Context: an optimization exercise on an open-source flow, tuned for small area and a short achievable clock period. The choices shown serve that exercise and are no tape-out recipe. Only simulation tests tie the RTL to the original design; equivalence was not proved. Power and IR drop assume default switching activity.

## flow/design.v (module list and top-level ports; edited modules follow where they fit)
// module mul_ci_pipe: 3335 lines
// module csa_fa: 10 lines
// module csa_ha: 9 lines
module mul_ci_pipe #(
    parameter int WIDTH = 32,
    parameter int PIPE  = 3
) (
    input  logic             clock,
    input  logic             aclr,
    input  logic             clken,
    input  logic             start,
    input  logic [2:0]       n,
    input  logic [WIDTH-1:0] dataa,
    input  logic [WIDTH-1:0] datab,
    output logic [WIDTH-1:0] result,
    output logic             done,
    output logic             busy
);
  // ...
==> flow/run.sh <==
#!/bin/bash
# synth_recipe.tcl (not shown) runs the flow's synth.tcl, then flattens the netlist and writes it again
# the make line also repeats each setting of config.mk as NAME=value (left out here)
make -C /OpenROAD-flow-scripts/flow DESIGN_CONFIG=/design/flow/config.mk WORK_HOME=/design/flow/orfs CLKGATE_MAP_FILE= SYNTH_SCRIPT=/design/flow/synth_recipe.tcl finish
==> flow/config.mk <==
export PLATFORM = sky130hd
export DESIGN_NAME = mul_ci_pipe
export DESIGN_NICKNAME = mul_ci_pipe
export VERILOG_FILES = /design/flow/design.v
export SDC_FILE = /design/flow/constraint.sdc
export NUM_CORES = 4
export LEC_CHECK = 0
export CAP_MARGIN = 20
export CORE_MARGIN = 2
export CORE_UTILIZATION = 55
export CTS_CLUSTER_SIZE = 30
export PLACE_DENSITY = 0.7
export SLEW_MARGIN = 20
export SYNTH_HIERARCHICAL = 1
export SYNTH_MINIMUM_KEEP_SIZE = 0
==> flow/constraint.sdc <==
create_clock -name core_clock -period 10.0 [get_ports {clock}]
set_input_delay 2.0000 -clock core_clock [delete_from_list [all_inputs] [get_ports {clock}]]
set_output_delay 2.0000 -clock core_clock [all_outputs]
set_load 0.01 [all_outputs]
==> impl_metrics.json, run 1 <==
{
  "worstRegToRegCells": 14,
  "drive_gt1_share_pct": 6.02,
  "reg2reg_slack_ns": 6.18,
  "holdCritPathClass": "register to register",
  "async_flop_share_pct": 0,
  "seq_cell_count": 490,
  "ios": 105,
  "synth_area_leaders": "edfxtp_1 34%, fa_1 23%, xnor2_1 12%, a22oi_1 9.0%, ha_1 4.7%",
  "design_area_mm2": 0.0465,
  "drv_slew": 0,
  "relSlewSlack_pct": 27.5,
  "start_util_pct": 55.5,
  "antenna_found_initial": 2,
  "p_leak_uw": 0.0167,
  "synthSimpleGateAreaFrac_pct": 5.41,
  "taps": 1040,
  "yosysUniqueCellTypes": 84,
  "overflow": 0,
  "wl_met2_mm": 57.8,
  "final_cell_mix": "584 x xnor2_1, 516 x a22oi_1, 497 x fa_1",
  "cts.path.max_buffers": 3,
  "place_inst": 4491,
  "die_w_um": 283,
  "wl_per_cell_um": 28.4,
  "run_status": "no timing/DRC/antenna violations"
}
==> run 2, diff against run 1 <==
--- a/flow/config.mk
+++ b/flow/config.mk
@@ -8,7 +8,6 @@
 export CAP_MARGIN = 20
 export CORE_MARGIN = 2
-export CORE_UTILIZATION = 55
-export CTS_CLUSTER_SIZE = 30
-export PLACE_DENSITY = 0.7
+export CORE_UTILIZATION = 40
+export PLACE_DENSITY = 0.6
 export SLEW_MARGIN = 20
 export SYNTH_HIERARCHICAL = 1
==> impl_metrics.json, run 2 <==
{
  "run_status": "no timing/DRC/antenna violations",
  "synth.avg_cell_area_um2": 11.9,
  "startpoint_type": "register",
  "syn_area_mm2": 0.0429,
  "grt_max_degree": 172,
  "holdCritPathClass": "register to register",
  "routabilityCongestion": 0.878,
  "synth_common_cells": "584 x xnor2_1, 516 x a22oi_1, 497 x fa_1, 486 x edfxtp_1, 322 x clkbuf_1",
  "yosysUniqueCellTypes": 84,
  "p_leak_uw": 0.0168,
  "path_class": "register to output pin",
  "final_nets": 4243,
  "tightest_slew_ns": 0.939,
  "h-tree-depth": 2,
  "totalWireLength_mm": 133,
  "grt_use_total_pct": 23.9,
  "rsz0062_at_grt": "false",
  "vias": 30000,
  "dieArea_mm2": 0.110,
  "core_mm2": 0.107,
  "viasPerCell": 6.05,
  "postCtsResizedCells": 0,
  "tns_ns": 0,
  "yosysWarnings": 7,
  "portBuffers": 104,
  "startpoint": "v3_q",
  "synthXorXnorAreaFrac_pct": 13.5,
  "grt_pass1_vias": 31300,
  "vdd_drop_max_mv": 0.237,
  "powerDensity_mw_per_mm2": 375,
  "crit_end": "busy",
  "synth_edf_count": 486,
  "postCtsHoldBufs": 0,
  "overflow": 0,
  "synth_top_cell_by_area": "edfxtp_1",
  "relSlewSlack_pct": 37.4,
  "cts_setup_buffers": 0,
  "arrival_ns": 1.88,
  "dp_hpwl_mm": 82.3,
  "clock_sinks": 490,
  "syn_to_final_growth_pct": 9.87,
  "num_rows": 120,
  "start_util_pct": 40.2,
  "die_height_um": 332,
  "worstReg2RegStart": "pcy_q",
  "reg2reg_slack_ns": 6.31,
  "cp.required_ns": 8.00,
  "r2r_end": "result_q[24]",
  "final_cell_count_no_fill": 4963,
  "post-place-ws_ns": 5.53,
  "ant_nets": 0,
  "yosysMostFrequentCell": "xnor2_1",
  "synth_area_leaders": "edfxtp_1 34%, fa_1 23%, xnor2_1 12%, a22oi_1 9.0%, ha_1 4.7%",
  "fin_skew_ns": 0.0245,
  "drcViolationCount": 0,
  "fin_crit_sh_pct": 38.8,
  "dr.first_iter.drc_count": 3608,
  "synthSimpleGateAreaFrac_pct": 5.41,
  "maxCapViolations": 0,
  "synth_top_family_by_area": "adder cells",
  "hold_violations": 0,
  "drive_gt1_share_pct": 6.29,
  "cts.path.max_buffers": 3,
  "final-setup-viol-count": 0,
  "cts_tree": "built",
  "place_inst": 4857,
  "synth_compound_area_share_pct": 15.4,
  "ios": 105,
  "synthFlopType": "edfxtp_1",
  "min_period_ns": 3.88,
  "synth-seq-cells": 490,
  "clk_latency_ns": 0.67,
  "synth_adder_area_share_pct": 27.9,
  "cts-root-buf": "clkbuf_16",
  "postSynthCellCount": 3601,
  "yosysTopAreaCellShare_pct": 34.0,
  "worstRegToRegCells": 11,
  "grt_first_pass_wirelength_mm": 200,
  "final_cell_mix": "584 x xnor2_1, 516 x a22oi_1, 497 x fa_1",
  "firstDrtPassIters": 7,
  "wl_per_cell_um": 26.8,
  "layout_commonest_cell": "xnor2_1",
  "cts.clk_slew.worst_paths_ns": 0.06,
  "diodes": 0,
  "setup_slack_ns": 6.12,
  "critPathCaptureType": "output pin",
  "worstPathMaxFanout": 3,
  "drv_slew": 0,
  "async_flop_share_pct": 0,
  "antenna_found_initial": 0,
  "yosysSeqAreaShare_pct": 34.2,
  "die_w_um": 332,
  "synth_mux_area_share_pct": 0.143,
  "clock.fmax_mhz": 258,
  "power_uw": 17700,
  "cts_made_buffers": 57
}
[run 2: cell count changes in the layout (fill, tap and decap cells not counted), sizes merged]
cell / delta
clkinvlp: -2
clkinv: +2
bufinv: +5
diode: -1
buf: +4
inv: -4
clkbuf: +3
[run 2: cells by family (layout without fill, tap and decap cells)]
group,Yosys count,count (layout)
simple gates,461,461
xor+xnor,661,661
other cells,1,16
fa+ha+maj,658,658
compound gates,928,928
flops,490,490
buf+inv,396,340
mux,6,6
[run 2: modules after synthesis, one instance, submodules excluded]
| module | flops+latches | copies in the design | cells |
|---|---|---|---|
| mul_ci_pipe | 490 | 1 | 3075 |
| csa_fa | 0 | 492 | 1 |
| csa_ha | 0 | 34 | 1 |
[run 2: how the worst min path moves through the flow]
stage,startpoint,cells after the start,end
after global placement,s1_63_1,0,ph1_63
after global routing,s1_63_0,0,ph0_63
after floorplan,op1_q[0],0,op2_q[0]
final,s1_63_1,0,ph1_63
after detailed placement,s1_57_0,0,ph1_57
after CTS,s1_63_1,0,ph1_63
[run 2: final cells by class]
type,instances,area [um^2]
Clock buffer,67,1490
Clock inverter,38,520
Fill cell,9775,59600
Inverter,38,143
Multi-Input combinational cell,2730,26800
Sequential cell,490,14700
Tap cell,1403,1760
Timing Repair Buffer,197,1760
[run 2: routing by layer]
| metal | track usage (%) | routed length [um] | up-vias |
|---|---|---|---|
| li1 | - | - | 12700 |
| met1 | 32.3 | 54000 | 15000 |
| met2 | 36.5 | 59500 | 1921 |
| met3 | 6.45 | 14800 | 412 |
| met4 | 9.16 | 4810 | 0 |
| met5 | 0 | 0 | - |
[run 2: metrics by stage]
step / util, % / area (um^2) / hold slack (ns)
2_1_floorplan: - / 43000 / 0.400
3_3_place_gp: 42.3 / 45100 / 0.402
3_5_place_dp: 42.3 / 45100 / 0.405
4_1_cts: 44.1 / 47100 / 0.401
5_1_grt: 44.2 / 47100 / 0.412
6_report: 44.2 / 47100 / 0.412
[run 2: power by group]
part	internal (uW)	switching, uW	total [uW]
Sequential	3990	407	4400
Clock	1330	905	2230
Combinational	4680	6350	11000
[run 2: critical path, cell delays in order (launching register included)]
cell	delay, ns
dfxtp_1	0.32
or3_1	0.38
clkdlybuf4s50_1	0.51

## port drivers added, routing unchanged
No port has a modelled driver above. Below, the same layouts with a new extraction and two added sets of constraints. Step 1: set_driving_cell puts a clkbuf_16 on clock and a buf_2 on each other input, an assumption about the parent block. Step 2 also shifts input and output timing later by t, the mid clock arrival at the registers, as if the neighbouring blocks saw the same clock. a / b / c = ideal ports / drivers / drivers and shift; a / b = the first two.
run	t, ns	setup slack, ns	latest minus earliest clock arrival (ns)
run 1	0.685	5.541 / 5.573 / 4.887	0.049 / 0.049
run 2	0.728	6.119 / 6.052 / 5.532	0.030 / 0.030
After both steps setup and hold are still met in every run listed. The setup slack of run 1, which loses most, moves by +0.032 ns with the drivers and by -0.654 ns with both steps.
